Context: an optimization exercise on an open-source flow, tuned for a short achievable clock period and few clock cycles per item. The choices shown serve that exercise and are no tape-out recipe.
Only simulation tests tie the RTL to the original design; equivalence was not proved.
Power figures rest on the tool's default switching activity, not on a simulated workload.

**design/flow/design.v**
```verilog
`timescale 1ns/1ps
`default_nettype none
package dlx_isa_pkg;
  localparam int WORD_WIDTH   = 32;
  localparam int REG_COUNT    = 32;
  localparam int REG_BITS     = 5;
  localparam int OPCODE_WIDTH = 6;
  localparam int FUNCT_WIDTH  = 6;
  localparam int IMM_WIDTH    = 16;
  typedef logic [WORD_WIDTH-1:0]   word_t;
  typedef logic [REG_BITS-1:0]     reg_addr_t;
  typedef logic [OPCODE_WIDTH-1:0] opcode_t;
  typedef logic [FUNCT_WIDTH-1:0]  funct_t;
  typedef logic [IMM_WIDTH-1:0]    imm16_t;
  localparam opcode_t OP_RTYPE = 6'h00;
  localparam opcode_t OP_J     = 6'h02;
  localparam opcode_t OP_JAL   = 6'h03;
  localparam opcode_t OP_BEQZ  = 6'h04;
  localparam opcode_t OP_BNEZ  = 6'h05;
  localparam opcode_t OP_ADDI  = 6'h08;
  localparam opcode_t OP_ANDI  = 6'h0c;
  localparam opcode_t OP_ORI   = 6'h0d;
  localparam opcode_t OP_XORI  = 6'h0e;
  localparam opcode_t OP_JR    = 6'h12;
  localparam opcode_t OP_JALR  = 6'h13;
  localparam funct_t FN_ADD = 6'h20;
  localparam funct_t FN_SUB = 6'h22;
  localparam funct_t FN_AND = 6'h24;
  localparam funct_t FN_OR  = 6'h25;
  localparam funct_t FN_XOR = 6'h26;
  localparam funct_t FN_SLT = 6'h2a;
  localparam reg_addr_t LINK_REG = 5'd31;  
endpackage
`default_nettype wire
`timescale 1ns/1ps
`default_nettype none
package dlx_core_pkg;
  typedef enum logic [2:0] {
    ALU_ADD,
    ALU_SUB,
    ALU_AND,
    ALU_OR,
    ALU_XOR,
    ALU_SLT,
    ALU_PASS_B
  } alu_op_t;
  typedef enum logic [2:0] {
    FLOW_NEXT,
    FLOW_BEQZ,
    FLOW_BNEZ,
    FLOW_JUMP_REL,
    FLOW_JUMP_REG
  } flow_t;
  typedef struct packed {
    logic [31:0]           pc;
    logic [31:0]           pc_plus_four;
    alu_op_t                alu_op;
    flow_t                  flow;
    logic [31:0]           operand_a;
    logic [31:0]           operand_b;    
    logic [31:0]           offset;       
    logic [4:0]             dest;
    logic                   write;
    logic                   link;
  } decoded_t;
  typedef struct packed {
    logic               taken;
    logic [31:0]        target;
  } redirect_t;
  typedef struct packed {
    logic [31:0]           pc;
    logic                   write;
    logic [4:0]             dest;
    logic [31:0]           data;
  } retire_t;
endpackage
`default_nettype wire
`timescale 1ns/1ps
`default_nettype none
module dlx_core (
  input  wire logic        clk,
  input  wire logic        reset,
  input  wire logic        stall,
  input  wire logic [31:0] instr_data,
  output      logic [31:0] instr_addr,
  output      logic [31:0] retire_pc,
  output      logic        retire_write,
  output      logic [4:0]  retire_dest,
  output      logic [31:0] retire_data,
  output      logic        retire_valid
);
  logic [31:0] pc;
  logic        d_valid;
  logic [31:0] d_ir;
  logic [31:0] d_pc;
  logic [31:0] d_pc4;
  logic [31:0] d_tgt;     
  logic        d_pred;    
  logic [31:1] d_sel_a;   
  logic [31:1] d_sel_b;   
  logic        e_valid;
  logic        e_wr;
  logic [4:0]  e_dest;
  logic [31:0] e_pc;
  logic [31:0] e_g;       
  logic [31:0] e_t;       
  logic        e_cin;     
  logic        e_a31;     
  logic        e_b31;
  logic        e_add, e_and, e_or, e_xor, e_slt, e_pass;
  logic        r_valid;
  logic        r_wr;
  logic [4:0]  r_dest;
  logic [31:0] r_pc;
  logic [31:0] r_data;
  logic        r_zero;    
  wire  [32*32-1:0] rf;   
  wire  [31:0]      nz;   
  logic [31:0] pc4;
  logic [31:0] pc_next;
  logic        f_pred;
  logic [31:0] f_tgt;     
  dlx_port_reg #(.W(32)) pc_port_i (.clk(clk), .reset(reset), .d(pc_next), .q(instr_addr));
  assign pc4        = {pc[31:2] + 30'd1, pc[1:0]};
  logic [5:0]  op;
  logic [4:0]  rs1, rs2, rd;
  logic [5:0]  fn;
  logic [15:0] imm;
  logic        op_r, r_alu;
  logic        fn_add, fn_sub, fn_and, fn_or, fn_xor, fn_slt;
  logic        op_addi, op_andi, op_ori, op_xori, op_imm;
  logic        op_br, op_beqz, op_jr, op_link;
  logic        rs1_zero;
  logic [4:0]  dest;
  logic        d_wr;
  assign op   = d_ir[31:26];
  assign rs1  = d_ir[25:21];
  assign rs2  = d_ir[20:16];
  assign rd   = d_ir[15:11];
  assign fn   = d_ir[5:0];
  assign imm  = d_ir[15:0];
  assign op_r    = (op == 6'h00);
  assign fn_add  = (fn == 6'h20);
  assign fn_sub  = (fn == 6'h22);
  assign fn_and  = (fn == 6'h24);
  assign fn_or   = (fn == 6'h25);
  assign fn_xor  = (fn == 6'h26);
  assign fn_slt  = (fn == 6'h2a);
  assign r_alu   = op_r & (fn_add | fn_sub | fn_and | fn_or | fn_xor | fn_slt);
  assign op_addi = (op == 6'h08);
  assign op_andi = (op == 6'h0c);
  assign op_ori  = (op == 6'h0d);
  assign op_xori = (op == 6'h0e);
  assign op_imm  = op_addi | op_andi | op_ori | op_xori;
  assign op_br   = (op[5:1] == 5'b00010);       
  assign op_beqz = ~op[0];
  assign op_jr   = (op[5:1] == 5'b01001);       
  assign op_link = (op == 6'h03) | (op == 6'h13);
  assign rs1_zero = (rs1 == 5'd0);
  assign dest = op_r ? rd : (op_link ? 5'd31 : rs2);
  assign d_wr = (r_alu | op_imm | op_link) & (dest != 5'd0);
  logic [31:0] rf_a, rf_b, a_val, b_val;
  logic        r_hit_a, r_hit_b, e_hit_a, e_hit_b;
  always_comb begin
    rf_a = 32'd0;
    rf_b = 32'd0;
    for (int i = 1; i < 32; i++) begin
      rf_a = rf_a | ({32{d_sel_a[i]}} & rf[32*i +: 32]);
      rf_b = rf_b | ({32{d_sel_b[i]}} & rf[32*i +: 32]);
    end
  end
  assign r_hit_a = r_wr & (r_dest == rs1);
  assign r_hit_b = r_wr & (r_dest == rs2);
  assign e_hit_a = e_wr & (e_dest == rs1);
  assign e_hit_b = e_wr & (e_dest == rs2);
  assign a_val   = r_hit_a ? r_data : rf_a;
  assign b_val   = r_hit_b ? r_data : rf_b;
  logic        pass;
  logic [31:0] b_next;
  assign pass = op_link | (op_imm & rs1_zero);
  always_comb begin
    if (op_link)                 b_next = d_pc4;
    else if (op_r)               b_next = b_val;
    else if (op_addi)            b_next = {{16{imm[15]}}, imm};
    else if (op_andi & rs1_zero) b_next = 32'd0;
    else                         b_next = {16'h0000, imm};
  end
  logic e_fz;       
  logic a_nz;
  logic br_taken;
  logic d_haz;
  logic d_redir;
  logic [31:0] jr_val;
  logic [31:0] redir_tgt;
  assign a_nz     = e_hit_a ? ~e_fz : (r_hit_a ? ~r_zero : nz[rs1]);
  assign br_taken = op_beqz ? ~a_nz : a_nz;
  assign d_haz = d_valid & e_hit_a & ((op_br & e_slt) | (op_jr & ~d_pred & ~e_pass));
  assign jr_val    = e_hit_a ? e_t : a_val;
  assign d_redir   = d_valid & (d_haz | (op_br & (br_taken ^ d_pred)) | (op_jr & ~d_pred));
  assign redir_tgt = d_haz ? d_pc :
                     op_jr ? {jr_val[31:2], 2'b00} : (d_pred ? d_pc4 : d_tgt);
  logic [31:0] lv31;
  logic        lv31_ok;
  logic [31:1] f_sel_a, f_sel_b;
  always_comb begin
    for (int i = 1; i < 32; i++) begin
      f_sel_a[i] = (instr_data[25:21] == 5'(i));
      f_sel_b[i] = (instr_data[20:16] == 5'(i));
    end
  end
  dlx_fetch_next fetch_next_i (
    .instr_data(instr_data),
    .stall     (stall),
    .pc        (pc),
    .pc4       (pc4),
    .d_redir   (d_redir),
    .redir_tgt (redir_tgt),
    .d_wr      (d_valid & d_wr),
    .d_dest    (dest),
    .d_pass    (pass),
    .d_val     (b_next),
    .lv31      (lv31),
    .lv31_ok   (lv31_ok),
    .pc_next   (pc_next),
    .f_pred    (f_pred)
  );
  dlx_branch_target branch_target_i (.pc4(pc4), .imm(instr_data[15:0]), .tgt(f_tgt));
  logic [31:0] res;
  logic        lt;
  dlx_alu alu_i (
    .g    (e_g),
    .t    (e_t),
    .cin  (e_cin),
    .a31  (e_a31),
    .b31  (e_b31),
    .op_add(e_add),
    .op_and(e_and),
    .op_or (e_or),
    .op_xor(e_xor),
    .op_slt(e_slt),
    .res  (res),
    .lt   (lt),
    .zero (e_fz)
  );
  logic [31:0] a_fwd, b_fwd, a_op, b_op;
  logic        sub;
  assign sub   = op_r & (fn_sub | fn_slt);
  assign a_fwd = e_hit_a ? res : a_val;
  assign b_fwd = (e_hit_b & op_r) ? res : b_next;
  assign a_op  = pass ? 32'd0 : a_fwd;
  assign b_op  = sub ? ~b_fwd : b_fwd;
  always_ff @(posedge clk or posedge reset) begin
    if (reset) begin
      pc <= 32'd0;
    end else begin
      pc <= pc_next;
    end
  end
  always_ff @(posedge clk or posedge reset) begin
    if (reset) begin
      d_valid <= 1'b0;
      d_ir    <= 32'd0;
      d_pc    <= 32'd0;
      d_pc4   <= 32'd0;
      d_tgt   <= 32'd0;
      d_pred  <= 1'b0;
      d_sel_a <= '0;
      d_sel_b <= '0;
    end else begin
      d_valid <= !stall & !d_redir;
      d_sel_a <= f_sel_a;
      d_sel_b <= f_sel_b;
      d_ir    <= instr_data;
      d_pc    <= pc;
      d_pc4   <= pc4;
      d_tgt   <= f_tgt;
      d_pred  <= f_pred;
    end
  end
  logic d_go;
  assign d_go = d_valid & ~d_haz;
  always_ff @(posedge clk or posedge reset) begin
    if (reset) begin
      e_valid <= 1'b0;
      e_wr    <= 1'b0;
      e_dest  <= 5'd0;
      e_pc    <= 32'd0;
      e_g     <= 32'd0;
      e_t     <= 32'd0;
      e_cin   <= 1'b0;
      e_a31   <= 1'b0;
      e_b31   <= 1'b0;
      e_add   <= 1'b0;
      e_and   <= 1'b0;
      e_or    <= 1'b0;
      e_xor   <= 1'b0;
      e_slt   <= 1'b0;
      e_pass  <= 1'b0;
    end else begin
      e_valid <= d_go;
      e_wr    <= d_go & d_wr;
      e_dest  <= dest;
      e_pc    <= d_pc;
      e_g     <= a_op & b_op;
      e_t     <= a_op | b_op;
      e_cin   <= sub;
      e_a31   <= a_fwd[31];
      e_b31   <= b_fwd[31];
      e_add   <= ~pass & ((op_r & (fn_add | fn_sub)) | op_addi);
      e_and   <= ~pass & ((op_r & fn_and) | op_andi);
      e_or    <= pass | (op_r & fn_or) | op_ori;
      e_xor   <= ~pass & ((op_r & fn_xor) | op_xori);
      e_slt   <= op_r & fn_slt;
      e_pass  <= pass;
    end
  end
  always_ff @(posedge clk or posedge reset) begin
    if (reset) begin
      lv31    <= 32'd0;
      lv31_ok <= 1'b1;
    end else if (d_go && d_wr && dest == 5'd31) begin
      lv31    <= b_next;
      lv31_ok <= pass;
    end else if (e_wr && e_dest == 5'd31) begin
      lv31    <= res;
      lv31_ok <= 1'b1;
    end
  end
  always_ff @(posedge clk or posedge reset) begin
    if (reset) begin
      r_valid <= 1'b0;
      r_wr    <= 1'b0;
      r_dest  <= 5'd0;
      r_pc    <= 32'd0;
      r_data  <= 32'd0;
      r_zero  <= 1'b1;
    end else begin
      r_valid <= e_valid;
      r_wr    <= e_wr;
      r_dest  <= e_dest;
      r_pc    <= e_pc;
      r_data  <= res;
      r_zero  <= e_slt ? ~lt : e_fz;
    end
  end
  for (genvar g = 1; g < 32; g++) begin : gen_rf
    logic [31:0] q;
    logic        q_nz;
    always_ff @(posedge clk or posedge reset) begin
      if (reset) begin
        q    <= 32'd0;
        q_nz <= 1'b0;
      end else if (r_wr && r_dest == 5'(g)) begin
        q    <= r_data;
        q_nz <= ~r_zero;
      end
    end
    assign rf[32*g +: 32] = q;
    assign nz[g]          = q_nz;
  end
  assign rf[31:0] = 32'd0;
  assign nz[0]    = 1'b0;
  assign retire_valid = r_valid;
  assign retire_pc    = r_pc;
  dlx_port_reg #(.W(38)) retire_port_i (
    .clk  (clk),
    .reset(reset),
    .d    ({e_wr, e_dest, res}),
    .q    ({retire_write, retire_dest, retire_data})
  );
endmodule
module dlx_carries (
  input  wire logic [31:0] g,
  input  wire logic [31:0] t,
  input  wire logic        cin,
  output      logic [31:0] c
);
  logic [31:0] gg [6];
  logic [31:0] tt [6];
  assign gg[0] = {g[31:1], g[0] | (t[0] & cin)};
  assign tt[0] = t;
  for (genvar k = 0; k < 5; k++) begin : gen_level
    for (genvar i = 0; i < 32; i++) begin : gen_bit
      if (i >= (1 << k)) begin : gen_op
        assign gg[k+1][i] = gg[k][i] | (tt[k][i] & gg[k][i-(1<<k)]);
        assign tt[k+1][i] = tt[k][i] & tt[k][i-(1<<k)];
      end else begin : gen_pass
        assign gg[k+1][i] = gg[k][i];
        assign tt[k+1][i] = tt[k][i];
      end
    end
  end
  assign c = {gg[5][30:0], cin};
endmodule
module dlx_alu (
  input  wire logic [31:0] g,
  input  wire logic [31:0] t,
  input  wire logic        cin,
  input  wire logic        a31,
  input  wire logic        b31,
  input  wire logic        op_add,
  input  wire logic        op_and,
  input  wire logic        op_or,
  input  wire logic        op_xor,
  input  wire logic        op_slt,
  output      logic [31:0] res,
  output      logic        lt,
  output      logic        zero     
);
  logic [31:0] p, c, sum;
  logic        z_add;
  assign p   = t & ~g;                   
  dlx_carries carries_i (.g(g), .t(t), .cin(cin), .c(c));
  assign sum = p ^ c;                    
  assign lt  = (a31 ^ b31) ? a31 : sum[31];
  assign res = ({32{op_add}} & sum) |
               ({32{op_and}} & g) |
               ({32{op_or}}  & t) |
               ({32{op_xor}} & p) |
               {31'd0, op_slt & lt};
  assign z_add = ~|(p ^ {t[30:0], cin});
  assign zero  = ~((op_add & ~z_add) | (op_and & |g) | (op_or & |t) | (op_xor & |p));
endmodule
module dlx_fetch_next (
  input  wire logic [31:0] instr_data,
  input  wire logic        stall,
  input  wire logic [31:0] pc,
  input  wire logic [31:0] pc4,
  input  wire logic        d_redir,
  input  wire logic [31:0] redir_tgt,
  input  wire logic        d_wr,
  input  wire logic [4:0]  d_dest,
  input  wire logic        d_pass,
  input  wire logic [31:0] d_val,
  input  wire logic [31:0] lv31,
  input  wire logic        lv31_ok,
  output      logic [31:0] pc_next,
  output      logic        f_pred
);
  function automatic logic [16:0] carries16(input logic [15:0] a, input logic [15:0] b,
                                            input logic cin);
    logic [15:0] gg, tt, gn, tn;
    gg    = a & b;
    tt    = a | b;
    gg[0] = gg[0] | (tt[0] & cin);
    for (int k = 1; k < 16; k = k * 2) begin
      gn = gg;
      tn = tt;
      for (int i = k; i < 16; i++) begin
        gn[i] = gg[i] | (tt[i] & gg[i-k]);
        tn[i] = tt[i] & tt[i-k];
      end
      gg = gn;
      tt = tn;
    end
    carries16 = {gg, cin};
  endfunction
  logic [5:0]  f_op;
  logic        f_j, f_br, f_jr;
  logic [4:0]  f_rs;
  logic        fd_hit;
  logic        jr_known;
  logic [31:0] jr_val, jr_tgt;
  assign f_op  = instr_data[31:26];
  assign f_j   = (f_op[5:1] == 5'b00001);    
  assign f_br  = (f_op[5:1] == 5'b00010);    
  assign f_jr  = (f_op[5:1] == 5'b01001);    
  assign f_rs     = instr_data[25:21];
  assign fd_hit   = d_wr & (d_dest == f_rs);
  assign jr_known = fd_hit ? d_pass : ((f_rs == 5'd31) ? lv31_ok : (f_rs == 5'd0));
  assign jr_val   = fd_hit ? d_val : ({32{f_rs == 5'd31}} & lv31);
  assign jr_tgt = {jr_val[31:2], 2'b00};
  assign f_pred = f_j | (f_br & instr_data[15]) | (f_jr & jr_known);
  logic        sel_tgt, sel_j, sel_b;
  logic [31:0] other;
  assign sel_tgt = ~d_redir & ~stall & f_pred;
  assign sel_j   = f_j;
  assign sel_b   = ~f_j & ~f_jr;
  assign other   = d_redir ? redir_tgt : (stall ? pc : pc4);
  logic [16:0] c_lo;
  logic [15:0] p_lo;
  assign c_lo = carries16(pc4[15:0], instr_data[15:0], 1'b0);
  assign p_lo = pc4[15:0] ^ instr_data[15:0];
  logic [16:0] c_mid0, c_mid1;
  logic [9:0]  s_mid0, s_mid1;
  assign c_mid0 = carries16({6'd0, pc4[25:16]}, {6'd0, instr_data[25:16]}, 1'b0);
  assign c_mid1 = carries16({6'd0, pc4[25:16]}, {6'd0, instr_data[25:16]}, 1'b1);
  assign s_mid0 = pc4[25:16] ^ instr_data[25:16] ^ c_mid0[9:0];
  assign s_mid1 = pc4[25:16] ^ instr_data[25:16] ^ c_mid1[9:0];
  logic [15:0] hi16, hi16_p1, hi16_m1;
  logic [5:0]  hi6, hi6_p1, hi6_m1;
  assign hi16    = pc4[31:16];
  assign hi16_p1 = pc4[31:16] + 16'd1;
  assign hi16_m1 = pc4[31:16] - 16'd1;
  assign hi6     = pc4[31:26];
  assign hi6_p1  = pc4[31:26] + 6'd1;
  assign hi6_m1  = pc4[31:26] - 6'd1;
  logic [15:0] tb_hi0, tb_hi1;
  logic [15:0] tj_hi0, tj_hi1;
  logic        up0, dn0, up1, dn1, uj0, dj0, uj1, dj1;
  assign dn0    = instr_data[15];
  assign up1    = ~instr_data[15];
  assign tb_hi0 = ({16{dn0}} & hi16_m1) | ({16{~dn0}} & hi16);
  assign tb_hi1 = ({16{up1}} & hi16_p1) | ({16{~up1}} & hi16);
  assign uj0    = ~instr_data[25] & c_mid0[10];
  assign dj0    = instr_data[25] & ~c_mid0[10];
  assign uj1    = ~instr_data[25] & c_mid1[10];
  assign dj1    = instr_data[25] & ~c_mid1[10];
  assign tj_hi0 = {({6{uj0}} & hi6_p1) | ({6{dj0}} & hi6_m1) | ({6{~uj0 & ~dj0}} & hi6), s_mid0};
  assign tj_hi1 = {({6{uj1}} & hi6_p1) | ({6{dj1}} & hi6_m1) | ({6{~uj1 & ~dj1}} & hi6), s_mid1};
  logic [31:0] n0, n1, b0, b1;
  logic [31:0] cy;
  assign cy = {{16{c_lo[16]}}, c_lo[15:0]};
  assign b0 = {tb_hi0, p_lo};
  assign b1 = {tb_hi1, ~p_lo};
  assign n0 = ({32{sel_tgt & f_jr}}  & jr_tgt) |
              ({32{sel_tgt & sel_j}} & {tj_hi0, p_lo}) |
              ({32{sel_tgt & sel_b}} & b0) |
              ({32{~sel_tgt}}        & other);
  assign n1 = ({32{sel_tgt & f_jr}}  & jr_tgt) |
              ({32{sel_tgt & sel_j}} & {tj_hi1, ~p_lo}) |
              ({32{sel_tgt & sel_b}} & b1) |
              ({32{~sel_tgt}}        & other);
  assign pc_next = (cy & n1) | (~cy & n0);
endmodule
module dlx_branch_target (
  input  wire logic [31:0] pc4,
  input  wire logic [15:0] imm,
  output      logic [31:0] tgt
);
  function automatic logic [16:0] carries16(input logic [15:0] a, input logic [15:0] b);
    logic [15:0] gg, tt, gn, tn;
    gg = a & b;
    tt = a | b;
    for (int k = 1; k < 16; k = k * 2) begin
      gn = gg;
      tn = tt;
      for (int i = k; i < 16; i++) begin
        gn[i] = gg[i] | (tt[i] & gg[i-k]);
        tn[i] = tt[i] & tt[i-k];
      end
      gg = gn;
      tt = tn;
    end
    carries16 = {gg, 1'b0};
  endfunction
  logic [16:0] c;
  logic [15:0] hi_p1, hi_m1;
  logic        up, dn;
  assign c     = carries16(pc4[15:0], imm);
  assign hi_p1 = pc4[31:16] + 16'd1;
  assign hi_m1 = pc4[31:16] - 16'd1;
  assign up    = ~imm[15] & c[16];
  assign dn    = imm[15] & ~c[16];
  assign tgt   = {({16{up}} & hi_p1) | ({16{dn}} & hi_m1) | ({16{~up & ~dn}} & pc4[31:16]),
                  pc4[15:0] ^ imm ^ c[15:0]};
endmodule
module dlx_port_reg #(
  parameter int W = 1
) (
  input  wire logic         clk,
  input  wire logic         reset,
  input  wire logic [W-1:0] d,
  output      logic [W-1:0] q
);
  always_ff @(posedge clk or posedge reset) begin
    if (reset) q <= '0;
    else       q <= d;
  end
endmodule
`default_nettype wire
```
**design/flow/flow/run.sh**
```bash
#!/bin/bash
set -euo pipefail
here=$(pwd)
rm -rf "$here/scripts"
cp -r "$FLOW_HOME/scripts" "$here/scripts"
cp "$here/flow/abc_speed.script" "$here/scripts/abc_speed.script"
bash standard.sh SCRIPTS_DIR="$here/scripts" ADDER_MAP_FILE= SETUP_SLACK_MARGIN=6.3 \
  "BUFFER_PORTS_ARGS=-buffer_cell sky130_fd_sc_hd__buf_4" finish > "$here/standard_flow.log" 2>&1
```
**design/flow/flow/abc_speed.script**
```
strash
dch
map -D 100
strash
dch
map -D 100
buffer -c
topo
stime -c
upsize -c
dnsize -c
```
**design/flow/standard.sh**
```bash
#!/bin/bash
# synth_recipe.tcl (not shown) runs the flow's synth.tcl, then flattens the netlist and writes it again
# the make line also repeats each setting of config.mk as NAME=value (left out here)
make -C /OpenROAD-flow-scripts/flow DESIGN_CONFIG=/design/flow/config.mk WORK_HOME=/design/flow/orfs CLKGATE_MAP_FILE= SYNTH_SCRIPT=/design/flow/synth_recipe.tcl "${@:-finish}"
```
**design/flow/config.mk**
```make
export PLATFORM = sky130hd
export DESIGN_NAME = dlx_core
export DESIGN_NICKNAME = dlx_core
export VERILOG_FILES = /design/flow/design.v
export SDC_FILE = /design/flow/constraint.sdc
export NUM_CORES = 8
export LEC_CHECK = 0
export CAP_MARGIN = 20
export CORE_MARGIN = 2
export CORE_UTILIZATION = 30
export PLACE_DENSITY = 0.5
export SLEW_MARGIN = 20
export SYNTH_HIERARCHICAL = 1
```
**design/flow/constraint.sdc**
```tcl
create_clock -name core_clock -period 9.0 [get_ports {clk}]
set_input_delay 1.8000 -clock core_clock [delete_from_list [all_inputs] [get_ports {clk}]]
set_output_delay 1.8000 -clock core_clock [all_outputs]
set_load 0.01 [all_outputs]
```
==> reports/summary.txt <==
=======================================================================================
Power density over the cells ............................................. 188.5 nW/µm²
Number of top-level pins .................................................          138
Clk Latency, worst-skew pair .............................................      0.90 ns
Clock Skews ..............................................................   0.07375 ns
Filler cell count ........................................................        25480
Number of detailed-routing iterations run before antenna repair ..........           13
Worst supply voltage drop on vdd .........................................    0.2234 mV
Worst Hold Margin ........................................................    0.3475 ns
Cell area after synthesis ................................................    77980 µm²
Number of endpoints with negative hold slack in the final report .........            0
Pleak ....................................................................     44.95 nW
Count of nets after finishing ............................................        10400
Worst-path maximum fanout ................................................           11
Category of the most critical setup path .................................      reg2reg
Worst path max stage delay ...............................................      0.55 ns
Via count ................................................................        88820
Number of global-route vias before repair ................................        80480
List of cells traversed by the critical path ............................. buf_4 -> clkinvlp_4 -> buf_6 -> o22ai_1 -> a221oi_1 -> nand4_1 -> nor2_1 -> nand4_1 -> o211ai_1 -> nand2_2 -> a22o_1 -> o22ai_1 -> o221ai_2
Growth of design area from synthesis to finish ...........................       36.45%
Die Y-Extent .............................................................     513.8 µm
Cells after synthesis ....................................................         9556
Number of remaining DRC errors ...........................................            0
CTS Sinks ................................................................         1530
Buffers from clock root to sink, at most .................................            3
Wire length of the first global-routing pass .............................     682.5 mm
Worst Path Required ......................................................      9.72 ns
Number of maximum-capacitance constraint violations ......................            0
Final RePlAce weighted congestion ........................................        1.001
Clock transition at the registers of the reported paths ..................      0.06 ns
Starting utilization of the core area ....................................       30.11%
CTS hold repair buffers ..................................................            0
Type of the worst min-delay path .........................................      reg2reg
Power consumption ........................................................     20.06 mW
Sum of routed wire length over all layers ................................     515.0 mm
Avg Synthesized Cell Area ................................................    8.160 µm²
Half-perimeter wire length of the detailed placement result ..............     305.8 mm
Initial antenna violation count ..........................................           74
Result of the run ........................................................  no timing/DRC/antenna violations
Cell with the biggest individual delay on the critical path ..............      nand4_1
Remaining global-route overflow ..........................................            0
Maximum number of pins on one net before global-route repair .............          162
Wire length per cell .....................................................     36.90 µm
Overall die area .........................................................   264000 µm²
Setup repair after global routing missed its margin ......................          yes
Setup TNS ................................................................         0 ns
Number of violations reported at the end of detailed-routing iteration 0 .        15520
Core box area ............................................................   259000 µm²
Chip width ...............................................................     513.8 µm
Clock tree root driver cell ..............................................    clkbuf_16
Setup slack at placement .................................................     3.000 ns
Vias per std cell ........................................................        6.364
Final standard cell area without fillers .................................   106400 µm²
Total cell area at the placement stage ...................................    83530 µm²
Max-Slew Margin vs Limit .................................................       7.422%
Share of post-route cells with drive strength above 1 ....................       24.88%
Antenna viol nets, final .................................................            0
Timing-limited maximum frequency .........................................   0.2692 GHz
Worst Tran Pin Value .....................................................     1.383 ns
Setup crit end kind ......................................................     register
H-tree Lvls ..............................................................            4
Clock tree from TritonCTS ................................................         done
Post-route worst setup slack .............................................     5.286 ns
Number of warnings issued by yosys .......................................           14
Number of pins with negative max-slew slack in the final report ..........            0
Count of buffers inserted at the top-level ports .........................          137
Final clock period utilization by the worst path .........................       41.27%
Number of standard-cell rows in the floorplan ............................          187
Final critical delay including setup and external delays .................     3.714 ns
Total nets after synthesis ...............................................         9591
CP arrival ...............................................................      4.44 ns
Cts bufs inserted ........................................................          171
Critical path startpoint category ........................................     register
Setup violations, final ..................................................            0
Total routing usage reported by global routing ...........................       37.27%
=======================================================================================
==> layout by cell type (no fill, tap or decap), types with 72 or more instances in the layout <==
master,instances
nand2_1,1489
dfrtp_1,1418
inv_1,940
o21ai_0,900
nor2_1,759
buf_4,669
a21oi_1,608
a22oi_1,331
o22ai_1,308
buf_6,301
buf_12,188
clkbuf_16,184
nand3_1,170
nand4_1,169
o211ai_1,146
a221oi_1,105
dfrtp_2,101
o221ai_1,100
o21ai_1,95
nand2_2,84
nor3_1,82
nand3_2,72
==> state kept, by name (all words and copies together), names as in the netlist, 32 cells and up <==
name and flops:
r_pc 32, e_pc 32, retire_port_i.q 38, d_pc4 32, e_g 32, pc_port_i.q 32
gen_rf.q 992, e_t 32, d_tgt 32, d_ir 32, r_data 32, pc 32
==> repair_timing <==
action | 4_1_cts | 5_1_grt
setup endpoints to repair | 1616 | 1182
resized for setup | 1417 | 676
pin swaps | 284 | 322
gates cloned | 40 | 12
setup buffers | 525 | 260
==> per-stage QoR <==
step / util (%) / std cells
finish: 41.08 / 13960
global placement: 32.23 / 12750
floorplan: - / 9556
CTS: 39.02 / 13630
global route: 41.03 / 13910
detailed placement: 32.25 / 12750
==> final timing paths <==
| check | start | end | slack [ns] | depth (start not counted) |
|---|---|---|---|---|
| max in group asynchronous | reset | gen_rf[10].q[17] | 6.46 | 5 |
| worst min-delay path | e_pc[15] | r_pc[15] | 0.35 | 0 |
| min in group asynchronous | reset | d_pc[14] | 1.02 | 2 |
| worst max register to register | d_sel_a[27] | pc[2] | 5.29 | 13 |
| worst max-delay path | d_sel_a[27] | pc[2] | 5.29 | 13 |
| worst min register to register | e_pc[15] | r_pc[15] | 0.35 | 0 |
==> critical path, delay by kind of cell, from the launching register on <==
family / cells / cell delay (ns)
simple gates: 4 / 1.07
flops: 1 / 0.37
compound gates: 6 / 1.44
buf+inv: 3 / 0.69
==> where the power goes <==
group          switching (mW)  total [mW]  internal [mW]
logic                    2.78        4.36           1.58
registers               0.602        8.04           7.44
clock network            3.30        7.66           4.35
==> area by class of cell <==
class / instances / area [µm²] / share of cell area, %
timing repair inverter: 1 / 7.507 / 0.007056
clock inverter: 72 / 1069 / 1.004
antenna: 58 / 145.1 / 0.1364
clock buffer: 238 / 4862 / 4.570
timing repair buffer: 1281 / 14880 / 13.98
sequential: 1530 / 38450 / 36.14
multi-input combinational: 6304 / 38210 / 35.91
inverter: 1071 / 4523 / 4.251
tap: 3402 / 4257 / 4.001
==> routing by layer <==
layer | GRT usage (%) | up-vias | wire (µm)
met2 | 51.02 | 8265 | 201000
met4 | 30.36 | 62 | 55590
met5 | 1.059 | - | 790
li1 | - | 34740 | -
met1 | 44.39 | 43080 | 178700
met3 | 16.95 | 2671 | 78960
Testbench counts, summed over its fixed seeds: cycles 41,299, instructions 40,000.

==> re-timing with driven ports <==
In the flow no input, the clock included, has a driving cell. The finished layout below was timed again as built, in two steps.
Step 1 sets driving cells, clkbuf_16 on the clock port and buf_2 on the other inputs (assumed; they add their load-dependent delay and slew).
Step 2 also shifts input and output timing later by t, the mid clock arrival at the registers, as if the neighbouring blocks saw the same clock.
Slacks: ideal / step 1 / step 2; pairs: ideal / step 1.
t (ns): 0.956
setup slack, ns: 5.286 / 5.286 / 4.666
hold WS [ns]: 0.347 / 0.347 / 0.347
clock arrival spread, ns: 0.074 / 0.074
worst register clock-pin slew, ns: 0.07 / 0.07
After both steps setup and hold are still met in this run. The setup slack of this run moves by 0.000 ns with the drivers and by -0.620 ns with both steps.
